Context: an optimization exercise on an open-source flow, tuned for small area and a short achievable clock period. The choices shown serve that exercise and are no tape-out recipe. Function was checked by simulation only, so behaviour that the tests miss may differ from the original. Power figures rest on the tool's default switching activity, not on a simulated workload.

==> flow/design.v <==
package reg_check_monitor_pkg;
  typedef enum logic [1:0] {IDLE, RUN, CHECK, DONE} state_t;
  localparam int DEF_DATA_W = 32;
  localparam int DEF_NUM_REGS = 32;
  localparam int DEF_NUM_CHECKS = 8;
  localparam int DEF_CYC_W = 32;
endpackage
module reg_check_table
#(
  parameter int DATA_W = reg_check_monitor_pkg::DEF_DATA_W,
  parameter int NUM_REGS = reg_check_monitor_pkg::DEF_NUM_REGS,
  parameter int NUM_CHECKS = reg_check_monitor_pkg::DEF_NUM_CHECKS,
  localparam int AW = $clog2(NUM_REGS),
  localparam int IW = $clog2(NUM_CHECKS)
) (
  input  logic clk,
  input  logic rst_n,
  input  logic we_i,
  input  logic [IW-1:0] w_idx_i,
  input  logic [AW-1:0] w_reg_i,
  input  logic [DATA_W-1:0] w_exp_i,
  input  logic w_en_i,
  output logic [NUM_CHECKS-1:0] en_o,
  output logic [NUM_CHECKS-1:0][AW-1:0] reg_o,
  output logic [NUM_CHECKS-1:0][DATA_W-1:0] exp_o
);
  logic [NUM_CHECKS-1:0] en_q;
  logic [NUM_CHECKS-1:0][AW-1:0] reg_q;
  logic [NUM_CHECKS-1:0][DATA_W-1:0] exp_q;
  always_ff @(posedge clk or negedge rst_n) begin
    if (!rst_n) begin
      en_q <= '0;
    end else begin
      for (int i = 0; i < NUM_CHECKS; i++) if (we_i && w_idx_i == IW'(i)) en_q[i] <= w_en_i;
    end
  end
  always_ff @(posedge clk) begin
    for (int i = 0; i < NUM_CHECKS; i++) begin
      if (we_i && w_idx_i == IW'(i)) begin
        reg_q[i] <= w_reg_i;
        exp_q[i] <= w_exp_i;
      end
    end
  end
  assign en_o = en_q;
  assign reg_o = reg_q;
  assign exp_o = exp_q;
endmodule
module reg_check_monitor
#(
  parameter int DATA_W = reg_check_monitor_pkg::DEF_DATA_W,
  parameter int NUM_REGS = reg_check_monitor_pkg::DEF_NUM_REGS,
  parameter int NUM_CHECKS = reg_check_monitor_pkg::DEF_NUM_CHECKS,
  parameter int CYC_W = reg_check_monitor_pkg::DEF_CYC_W,
  localparam int AW = $clog2(NUM_REGS),
  localparam int IW = $clog2(NUM_CHECKS)
) (
  input  logic clk,
  input  logic rst_n,
  input  logic wr_en,
  input  logic [AW-1:0] wr_addr,
  input  logic [DATA_W-1:0] wr_data,
  input  logic cfg_valid,
  output logic cfg_ready,
  input  logic [IW-1:0] cfg_idx,
  input  logic [AW-1:0] cfg_reg,
  input  logic [DATA_W-1:0] cfg_exp,
  input  logic cfg_en,
  input  logic start,
  input  logic [CYC_W-1:0] target_cycle,
  output logic busy,
  output logic done,
  output logic pass,
  output logic [IW:0] fail_count,
  output logic [IW-1:0] first_fail_idx,
  output logic [CYC_W-1:0] cycle_cnt
);
  localparam logic [IW-1:0] LAST = IW'(NUM_CHECKS - 1);
  logic left_q, busy_q, run_q, chk_q, done_q;
  logic [CYC_W-1:0] cnt_q, cnt_i, cnt_inc, tgt_q;
  logic [IW-1:0] idx_q, first_q;
  logic [IW:0] fails_q, fails_i, fails_inc;
  logic pass_q;
  logic [NUM_REGS-1:0][DATA_W-1:0] shadow_q;
  logic [NUM_REGS-1:0] wrote_q, wsel;
  logic [NUM_CHECKS-1:0] rp_q, rp_d;
  logic [AW-1:0] rd_q;
  logic [NUM_REGS-1:0] sel_q;
  logic [DATA_W-1:0] diff_q;
  logic en_q;
  logic [NUM_CHECKS-1:0] t_en;
  logic [NUM_CHECKS-1:0][AW-1:0] t_reg;
  logic [NUM_CHECKS-1:0][DATA_W-1:0] t_exp;
  logic [AW-1:0] n_reg;
  logic [DATA_W-1:0] sv, e_exp;
  logic [CYC_W-1:0] next_eq;
  logic t_we, go, leave_q, last, hit;
  assign t_we = cfg_valid && !left_q;
  reg_check_table #(.DATA_W(DATA_W), .NUM_REGS(NUM_REGS), .NUM_CHECKS(NUM_CHECKS)) u_table (
    .clk(clk),
    .rst_n(rst_n),
    .we_i(t_we),
    .w_idx_i(cfg_idx),
    .w_reg_i(cfg_reg),
    .w_exp_i(cfg_exp),
    .w_en_i(cfg_en),
    .en_o(t_en),
    .reg_o(t_reg),
    .exp_o(t_exp)
  );
  always_comb begin
    for (int r = 0; r < NUM_REGS; r++) wsel[r] = wr_en && wr_addr == AW'(r);
  end
  always_ff @(posedge clk) begin
    for (int r = 0; r < NUM_REGS; r++) if (wsel[r]) shadow_q[r] <= wr_data;
  end
  always_ff @(posedge clk or negedge rst_n) begin
    if (!rst_n) wrote_q <= '0;
    else wrote_q <= wrote_q | wsel;
  end
  assign go = start && (!left_q || done_q);
  assign cnt_inc = &cnt_i ? cnt_i : cnt_i + CYC_W'(1);
  assign last = chk_q && idx_q == LAST;
  assign rp_d = leave_q ? NUM_CHECKS'(2) : chk_q ? {rp_q[NUM_CHECKS-2:0], rp_q[NUM_CHECKS-1]} : NUM_CHECKS'(1);
  always_comb begin
    n_reg = '0;
    for (int i = 0; i < NUM_CHECKS; i++) if (rp_d[i]) n_reg |= t_reg[i];
    if (t_we && rp_d[cfg_idx]) n_reg = cfg_reg;
    sv = '0;
    for (int r = 0; r < NUM_REGS; r++) if (sel_q[r]) sv |= shadow_q[r];
    if (wr_en && wr_addr == rd_q) sv = wr_data;
    e_exp = '0;
    for (int i = 0; i < NUM_CHECKS; i++) if (rp_q[i]) e_exp |= t_exp[i];
  end
  assign hit = en_q && |diff_q;
  assign fails_inc = fails_i + (IW+1)'(1);
  always_comb begin
    next_eq[0] = cnt_i[0] ^ tgt_q[0];
    for (int k = 1; k < CYC_W; k++) next_eq[k] = (cnt_i[k] ^ tgt_q[k]) == (cnt_i[k-1] && !tgt_q[k-1]);
  end
  always_ff @(posedge clk) begin
    if (go) tgt_q <= target_cycle;
    cnt_i <= go ? CYC_W'(1) : cnt_inc;
    if (go) fails_i <= '0;
    else if (chk_q && hit) fails_i <= fails_inc;
    idx_q <= chk_q ? idx_q + IW'(1) : '0;
    rp_q <= rp_d;
    rd_q <= n_reg;
    for (int r = 0; r < NUM_REGS; r++) sel_q[r] <= n_reg == AW'(r) && (wrote_q[r] || wsel[r]);
    diff_q <= sv ^ e_exp;
    en_q <= |(rp_q & t_en);
  end
  always_ff @(posedge clk or negedge rst_n) begin
    if (!rst_n) begin
      left_q <= 1'b0;
      busy_q <= 1'b0;
      run_q <= 1'b0;
      chk_q <= 1'b0;
      done_q <= 1'b0;
      leave_q <= 1'b0;
      cnt_q <= '0;
      first_q <= '0;
      fails_q <= '0;
      pass_q <= 1'b0;
    end else begin
      left_q <= left_q || start;
      busy_q <= go || (busy_q && !last);
      run_q <= go || (run_q && !leave_q);
      chk_q <= leave_q || (chk_q && !last);
      leave_q <= go ? target_cycle <= CYC_W'(1) : run_q && !leave_q && &next_eq;
      done_q <= last || (done_q && !start);
      if (go) cnt_q <= CYC_W'(1);
      else if (run_q) cnt_q <= cnt_inc;
      if (go) begin
        first_q <= '0;
        fails_q <= '0;
        pass_q <= 1'b0;
      end else if (chk_q) begin
        if (hit) fails_q <= fails_inc;
        if (hit && fails_i == '0) first_q <= idx_q;
        if (last) pass_q <= fails_i == '0 && !hit;
      end
    end
  end
  assign cfg_ready = !left_q;
  assign busy = busy_q;
  assign done = done_q;
  assign pass = pass_q;
  assign fail_count = fails_q;
  assign first_fail_idx = first_q;
  assign cycle_cnt = cnt_q;
endmodule
make LEC_CHECK=0 ABC_CLOCK_PERIOD_IN_PS=2800 CAP_MARGIN=20 CORE_MARGIN=2 CORE_UTILIZATION=65 CTS_CLUSTER_DIAMETER=80 CTS_CLUSTER_SIZE=24 SETUP_SLACK_MARGIN=4.5 SLEW_MARGIN=20 finish   # period 7.0 ns
run.sh (not shown) runs the stock make flow with config.mk's settings and CLKGATE_MAP_FILE= SYNTH_SCRIPT=/design/flow/synth_recipe.tcl, a recipe that flattens the netlist after the stock synthesis.
Next try:
--- a/flow/design.v
+++ b/flow/design.v
@@ -76,10 +76,10 @@
   output logic [CYC_W-1:0] cycle_cnt
 );
   localparam logic [IW-1:0] LAST = IW'(NUM_CHECKS - 1);
-  logic left_q, busy_q, run_q, chk_q, done_q;
+  logic left_q, busy_q, chk_q, done_q;
   logic [CYC_W-1:0] cnt_q, cnt_i, cnt_inc, tgt_q;
   logic [IW-1:0] idx_q, first_q;
-  logic [IW:0] fails_q, fails_i, fails_inc;
+  logic [IW:0] fails_q;
   logic pass_q;
   logic [NUM_REGS-1:0][DATA_W-1:0] shadow_q;
   logic [NUM_REGS-1:0] wrote_q, wsel;
@@ -92,9 +92,10 @@
   logic [NUM_CHECKS-1:0][AW-1:0] t_reg;
   logic [NUM_CHECKS-1:0][DATA_W-1:0] t_exp;
   logic [AW-1:0] n_reg;
+  logic [NUM_REGS-1:0] n_sel;
+  logic byp;
   logic [DATA_W-1:0] sv, e_exp;
-  logic [CYC_W-1:0] next_eq;
-  logic t_we, go, leave_q, last, hit;
+  logic t_we, run, go, leave_q, last, hit;
   assign t_we = cfg_valid && !left_q;
   reg_check_table #(.DATA_W(DATA_W), .NUM_REGS(NUM_REGS), .NUM_CHECKS(NUM_CHECKS)) u_table (
     .clk(clk),
@@ -120,12 +121,14 @@
   end
   assign go = start && (!left_q || done_q);
   assign cnt_inc = &cnt_i ? cnt_i : cnt_i + CYC_W'(1);
+  assign run = busy_q && !chk_q;
   assign last = chk_q && idx_q == LAST;
   assign rp_d = leave_q ? NUM_CHECKS'(2) : chk_q ? {rp_q[NUM_CHECKS-2:0], rp_q[NUM_CHECKS-1]} : NUM_CHECKS'(1);
   always_comb begin
     n_reg = '0;
     for (int i = 0; i < NUM_CHECKS; i++) if (rp_d[i]) n_reg |= t_reg[i];
-    if (t_we && rp_d[cfg_idx]) n_reg = cfg_reg;
+    byp = t_we && cfg_idx == '0;
+    for (int r = 0; r < NUM_REGS; r++) n_sel[r] = byp ? cfg_reg == AW'(r) : n_reg == AW'(r);
     sv = '0;
     for (int r = 0; r < NUM_REGS; r++) if (sel_q[r]) sv |= shadow_q[r];
     if (wr_en && wr_addr == rd_q) sv = wr_data;
@@ -133,20 +136,13 @@
     for (int i = 0; i < NUM_CHECKS; i++) if (rp_q[i]) e_exp |= t_exp[i];
   end
   assign hit = en_q && |diff_q;
-  assign fails_inc = fails_i + (IW+1)'(1);
-  always_comb begin
-    next_eq[0] = cnt_i[0] ^ tgt_q[0];
-    for (int k = 1; k < CYC_W; k++) next_eq[k] = (cnt_i[k] ^ tgt_q[k]) == (cnt_i[k-1] && !tgt_q[k-1]);
-  end
   always_ff @(posedge clk) begin
     if (go) tgt_q <= target_cycle;
     cnt_i <= go ? CYC_W'(1) : cnt_inc;
-    if (go) fails_i <= '0;
-    else if (chk_q && hit) fails_i <= fails_inc;
     idx_q <= chk_q ? idx_q + IW'(1) : '0;
     rp_q <= rp_d;
-    rd_q <= n_reg;
-    for (int r = 0; r < NUM_REGS; r++) sel_q[r] <= n_reg == AW'(r) && (wrote_q[r] || wsel[r]);
+    rd_q <= byp ? cfg_reg : n_reg;
+    sel_q <= n_sel & (wrote_q | wsel);
     diff_q <= sv ^ e_exp;
     en_q <= |(rp_q & t_en);
   end
@@ -154,7 +150,6 @@
     if (!rst_n) begin
       left_q <= 1'b0;
       busy_q <= 1'b0;
-      run_q <= 1'b0;
       chk_q <= 1'b0;
       done_q <= 1'b0;
       leave_q <= 1'b0;
@@ -165,20 +160,19 @@
     end else begin
       left_q <= left_q || start;
       busy_q <= go || (busy_q && !last);
-      run_q <= go || (run_q && !leave_q);
       chk_q <= leave_q || (chk_q && !last);
-      leave_q <= go ? target_cycle <= CYC_W'(1) : run_q && !leave_q && &next_eq;
+      leave_q <= go ? target_cycle <= CYC_W'(1) : run && !leave_q && cnt_i + CYC_W'(1) == tgt_q;
       done_q <= last || (done_q && !start);
       if (go) cnt_q <= CYC_W'(1);
-      else if (run_q) cnt_q <= cnt_inc;
+      else if (run) cnt_q <= cnt_inc;
       if (go) begin
         first_q <= '0;
         fails_q <= '0;
         pass_q <= 1'b0;
       end else if (chk_q) begin
-        if (hit) fails_q <= fails_inc;
-        if (hit && fails_i == '0) first_q <= idx_q;
-        if (last) pass_q <= fails_i == '0 && !hit;
+        if (hit) fails_q <= fails_q + (IW+1)'(1);
+        if (hit && fails_q == '0) first_q <= idx_q;
+        if (last) pass_q <= fails_q == '0 && !hit;
       end
     end
   end
=>
- The new run passed the timing, DRC and antenna checks
- power hardly moves
- routed wire length came out higher by 1.0%
- register-to-register slack gains 0.03 ns
- worst hold slack barely changes
- global-route usage came out higher by 0.68 points
- area after synthesis came out lower by 1.1%
- setup slack gains 0.099 ns
- cell area is about the same

========
reg_check_monitor, a different RTL version from the one above (not shown whole).
For scale: about 3200 cells after synthesis, roughly 1500 flip-flops, roughly 55000 um^2 of cells after synthesis.
==> module reg_check_monitor, before the edit <==
module reg_check_monitor
#(
  parameter int DATA_W = reg_check_monitor_pkg::DEF_DATA_W,
  parameter int NUM_REGS = reg_check_monitor_pkg::DEF_NUM_REGS,
  parameter int NUM_CHECKS = reg_check_monitor_pkg::DEF_NUM_CHECKS,
  parameter int CYC_W = reg_check_monitor_pkg::DEF_CYC_W,
  localparam int AW = $clog2(NUM_REGS),
  localparam int IW = $clog2(NUM_CHECKS)
) (
  input  logic clk,
  input  logic rst_n,
  input  logic wr_en,
  input  logic [AW-1:0] wr_addr,
  input  logic [DATA_W-1:0] wr_data,
  input  logic cfg_valid,
  output logic cfg_ready,
  input  logic [IW-1:0] cfg_idx,
  input  logic [AW-1:0] cfg_reg,
  input  logic [DATA_W-1:0] cfg_exp,
  input  logic cfg_en,
  input  logic start,
  input  logic [CYC_W-1:0] target_cycle,
  output logic busy,
  output logic done,
  output logic pass,
  output logic [IW:0] fail_count,
  output logic [IW-1:0] first_fail_idx,
  output logic [CYC_W-1:0] cycle_cnt
);
  localparam logic [IW-1:0] LAST = IW'(NUM_CHECKS - 1);
  logic idle_q, busy_q, chk_q, done_q;
  logic [CYC_W-1:0] cnt_q, tgt_q;
  logic [IW-1:0] idx_q, first_q;
  logic [IW:0] fails_q;
  logic pass_q;
  logic [NUM_REGS-1:0][DATA_W-1:0] shadow_q;
  logic [NUM_REGS-1:0] wrote_q, wsel;
  logic [NUM_CHECKS-1:0] rp_q, rp_d;
  logic [AW-1:0] rd_q;
  logic [NUM_REGS-1:0] sel_q;
  logic [DATA_W-1:0] diff_q;
  logic en_q;
  logic [NUM_CHECKS-1:0] t_en;
  logic [NUM_CHECKS-1:0][AW-1:0] t_reg;
  logic [NUM_CHECKS-1:0][DATA_W-1:0] t_exp;
  logic [AW-1:0] n_reg;
  logic [DATA_W-1:0] sv, e_exp;
  logic t_we, run, go, leave_q, last, hit;
  assign t_we = cfg_valid && idle_q;
  reg_check_table #(.DATA_W(DATA_W), .NUM_REGS(NUM_REGS), .NUM_CHECKS(NUM_CHECKS)) u_table (
    .clk(clk),
    .rst_n(rst_n),
    .we_i(t_we),
    .w_idx_i(cfg_idx),
    .w_reg_i(cfg_reg),
    .w_exp_i(cfg_exp),
    .w_en_i(cfg_en),
    .en_o(t_en),
    .reg_o(t_reg),
    .exp_o(t_exp)
  );
  always_comb begin
    for (int r = 0; r < NUM_REGS; r++) wsel[r] = wr_en && wr_addr == AW'(r);
  end
  always_ff @(posedge clk) begin
    for (int r = 0; r < NUM_REGS; r++) if (wsel[r]) shadow_q[r] <= wr_data;
  end
  always_ff @(posedge clk or negedge rst_n) begin
    if (!rst_n) wrote_q <= '0;
    else wrote_q <= wrote_q | wsel;
  end
  assign go = start && (idle_q || done_q);
  assign run = busy_q && !chk_q;
  assign last = chk_q && idx_q == LAST;
  assign rp_d = leave_q ? NUM_CHECKS'(2) : chk_q ? {rp_q[NUM_CHECKS-2:0], rp_q[NUM_CHECKS-1]} : NUM_CHECKS'(1);
  always_comb begin
    n_reg = '0;
    for (int i = 0; i < NUM_CHECKS; i++) if (rp_d[i]) n_reg |= t_reg[i];
    if (t_we && rp_d[cfg_idx]) n_reg = cfg_reg;
    sv = '0;
    for (int r = 0; r < NUM_REGS; r++) if (sel_q[r]) sv |= shadow_q[r];
    if (wr_en && wr_addr == rd_q) sv = wr_data;
    e_exp = '0;
    for (int i = 0; i < NUM_CHECKS; i++) if (rp_q[i]) e_exp |= t_exp[i];
  end
  assign hit = en_q && |diff_q;
  always_ff @(posedge clk) begin
    if (go) tgt_q <= target_cycle;
    idx_q <= chk_q ? idx_q + IW'(1) : '0;
    rp_q <= rp_d;
    rd_q <= n_reg;
    for (int r = 0; r < NUM_REGS; r++) sel_q[r] <= n_reg == AW'(r) && (wrote_q[r] || wsel[r]);
    diff_q <= sv ^ e_exp;
    en_q <= |(rp_q & t_en);
  end
  always_ff @(posedge clk or negedge rst_n) begin
    if (!rst_n) begin
      idle_q <= 1'b1;
      busy_q <= 1'b0;
      chk_q <= 1'b0;
      done_q <= 1'b0;
      leave_q <= 1'b0;
      cnt_q <= '0;
      first_q <= '0;
      fails_q <= '0;
      pass_q <= 1'b0;
    end else begin
      idle_q <= idle_q && !start;
      busy_q <= go || (busy_q && !last);
      chk_q <= leave_q || (chk_q && !last);
      leave_q <= go ? target_cycle <= CYC_W'(1) : run && !leave_q && cnt_q + CYC_W'(1) == tgt_q;
      done_q <= last || (done_q && !start);
      if (go) cnt_q <= CYC_W'(1);
      else if (run && !(&cnt_q)) cnt_q <= cnt_q + CYC_W'(1);
      if (go) begin
        first_q <= '0;
        fails_q <= '0;
        pass_q <= 1'b0;
      end else if (chk_q) begin
        if (hit) fails_q <= fails_q + (IW+1)'(1);
        if (hit && fails_q == '0) first_q <= idx_q;
        if (last) pass_q <= fails_q == '0 && !hit;
      end
    end
  end
  assign cfg_ready = idle_q;
  assign busy = busy_q;
  assign done = done_q;
  assign pass = pass_q;
  assign fail_count = fails_q;
  assign first_fail_idx = first_q;
  assign cycle_cnt = cnt_q;
endmodule
Settings: LEC_CHECK=0, ABC_CLOCK_PERIOD_IN_PS=2800, CAP_MARGIN=20, CORE_MARGIN=2, CORE_UTILIZATION=65, CTS_CLUSTER_DIAMETER=80, CTS_CLUSTER_SIZE=24, SETUP_SLACK_MARGIN=4.5, SLEW_MARGIN=20; clock period 7.0 ns.
Next try:
--- a/flow/design.v
+++ b/flow/design.v
@@ -75,12 +75,12 @@
   output logic [IW-1:0] first_fail_idx,
   output logic [CYC_W-1:0] cycle_cnt
 );
   localparam logic [IW-1:0] LAST = IW'(NUM_CHECKS - 1);
-  logic idle_q, busy_q, chk_q, done_q;
-  logic [CYC_W-1:0] cnt_q, tgt_q;
+  logic left_q, busy_q, run_q, chk_q, done_q;
+  logic [CYC_W-1:0] cnt_q, cnt_i, cnt_inc, tgt_q;
   logic [IW-1:0] idx_q, first_q;
-  logic [IW:0] fails_q;
+  logic [IW:0] fails_q, fails_i, fails_inc;
   logic pass_q;
   logic [NUM_REGS-1:0][DATA_W-1:0] shadow_q;
   logic [NUM_REGS-1:0] wrote_q, wsel;
   logic [NUM_CHECKS-1:0] rp_q, rp_d;
@@ -92,10 +92,11 @@
   logic [NUM_CHECKS-1:0][AW-1:0] t_reg;
   logic [NUM_CHECKS-1:0][DATA_W-1:0] t_exp;
   logic [AW-1:0] n_reg;
   logic [DATA_W-1:0] sv, e_exp;
-  logic t_we, run, go, leave_q, last, hit;
-  assign t_we = cfg_valid && idle_q;
+  logic [CYC_W-1:0] next_eq;
+  logic t_we, go, leave_q, last, hit;
+  assign t_we = cfg_valid && !left_q;
   reg_check_table #(.DATA_W(DATA_W), .NUM_REGS(NUM_REGS), .NUM_CHECKS(NUM_CHECKS)) u_table (
     .clk(clk),
     .rst_n(rst_n),
     .we_i(t_we),
@@ -116,25 +117,33 @@
   always_ff @(posedge clk or negedge rst_n) begin
     if (!rst_n) wrote_q <= '0;
     else wrote_q <= wrote_q | wsel;
   end
-  assign go = start && (idle_q || done_q);
-  assign run = busy_q && !chk_q;
+  assign go = start && (!left_q || done_q);
+  assign cnt_inc = &cnt_i ? cnt_i : cnt_i + CYC_W'(1);
   assign last = chk_q && idx_q == LAST;
   assign rp_d = leave_q ? NUM_CHECKS'(2) : chk_q ? {rp_q[NUM_CHECKS-2:0], rp_q[NUM_CHECKS-1]} : NUM_CHECKS'(1);
   always_comb begin
     n_reg = '0;
     for (int i = 0; i < NUM_CHECKS; i++) if (rp_d[i]) n_reg |= t_reg[i];
-    if (t_we && rp_d[cfg_idx]) n_reg = cfg_reg;
+    if (t_we && cfg_idx == '0) n_reg = cfg_reg;
     sv = '0;
     for (int r = 0; r < NUM_REGS; r++) if (sel_q[r]) sv |= shadow_q[r];
     if (wr_en && wr_addr == rd_q) sv = wr_data;
     e_exp = '0;
     for (int i = 0; i < NUM_CHECKS; i++) if (rp_q[i]) e_exp |= t_exp[i];
   end
   assign hit = en_q && |diff_q;
+  assign fails_inc = fails_i + (IW+1)'(1);
+  always_comb begin
+    next_eq[0] = cnt_i[0] ^ tgt_q[0];
+    for (int k = 1; k < CYC_W; k++) next_eq[k] = (cnt_i[k] ^ tgt_q[k]) == (cnt_i[k-1] && !tgt_q[k-1]);
+  end
   always_ff @(posedge clk) begin
     if (go) tgt_q <= target_cycle;
+    cnt_i <= go ? CYC_W'(1) : cnt_inc;
+    if (go) fails_i <= '0;
+    else if (chk_q && hit) fails_i <= fails_inc;
     idx_q <= chk_q ? idx_q + IW'(1) : '0;
     rp_q <= rp_d;
     rd_q <= n_reg;
     for (int r = 0; r < NUM_REGS; r++) sel_q[r] <= n_reg == AW'(r) && (wrote_q[r] || wsel[r]);
@@ -142,37 +151,39 @@
     en_q <= |(rp_q & t_en);
   end
   always_ff @(posedge clk or negedge rst_n) begin
     if (!rst_n) begin
-      idle_q <= 1'b1;
+      left_q <= 1'b0;
       busy_q <= 1'b0;
+      run_q <= 1'b0;
       chk_q <= 1'b0;
       done_q <= 1'b0;
       leave_q <= 1'b0;
       cnt_q <= '0;
       first_q <= '0;
       fails_q <= '0;
       pass_q <= 1'b0;
     end else begin
-      idle_q <= idle_q && !start;
+      left_q <= left_q || start;
       busy_q <= go || (busy_q && !last);
+      run_q <= go || (run_q && !leave_q);
       chk_q <= leave_q || (chk_q && !last);
-      leave_q <= go ? target_cycle <= CYC_W'(1) : run && !leave_q && cnt_q + CYC_W'(1) == tgt_q;
+      leave_q <= go ? target_cycle <= CYC_W'(1) : run_q && !leave_q && &next_eq;
       done_q <= last || (done_q && !start);
       if (go) cnt_q <= CYC_W'(1);
-      else if (run && !(&cnt_q)) cnt_q <= cnt_q + CYC_W'(1);
+      else if (run_q) cnt_q <= cnt_inc;
       if (go) begin
         first_q <= '0;
         fails_q <= '0;
         pass_q <= 1'b0;
       end else if (chk_q) begin
-        if (hit) fails_q <= fails_q + (IW+1)'(1);
-        if (hit && fails_q == '0) first_q <= idx_q;
-        if (last) pass_q <= fails_q == '0 && !hit;
+        if (hit) fails_q <= fails_inc;
+        if (hit && fails_i == '0) first_q <= idx_q;
+        if (last) pass_q <= fails_i == '0 && !hit;
       end
     end
   end
-  assign cfg_ready = idle_q;
+  assign cfg_ready = !left_q;
   assign busy = busy_q;
   assign done = done_q;
   assign pass = pass_q;
   assign fail_count = fails_q;
After rerunning: Count of clock-buffer cells in the layout went up by 2. Wire length went up by 0.53%. Synthesized area went up by 1.6%. Clock power went up by about 1%. Hold slack is about the same. Final cell count went up by 1.1%. Global-route usage went down by 0.74 points. Worst setup slack got worse by 0.075 ns.

[re-timing with driven ports]
In the flow no input, the clock included, has a driving cell. The finished layouts below were timed again as built, in two steps.
Step 1: set_driving_cell puts a clkbuf_16 on clk and a buf_2 on each other input, an assumption about the parent block.
Step 2 adds t to the input delays and takes it off the output delays; t is the mean of the earliest and latest rising clock arrival at the registers after step 1. Input paths then give back, and output paths get back, about the clock's delay inside the block.
a / b / c = ideal ports / drivers / drivers and shift; a / b = the first two.
run | t, ns | setup WS [ns] | worst data-port slew with drivers (ns)
the first run of note 1 | 0.720 | 4.240 / 4.254 / 3.534 | 0.17
the second run of note 1 | 0.726 | 4.340 / 4.273 / 3.661 | 0.13
the first run of note 2 | 0.724 | 4.290 / 4.218 / 3.652 | 0.18
the second run of note 2 | 0.724 | 4.215 / 4.243 / 3.520 | 0.15
After both steps every run listed still meets setup and hold. For the first run of note 1, which loses most, drivers alone change the setup slack by +0.014 ns; drivers and shift together by -0.706 ns.
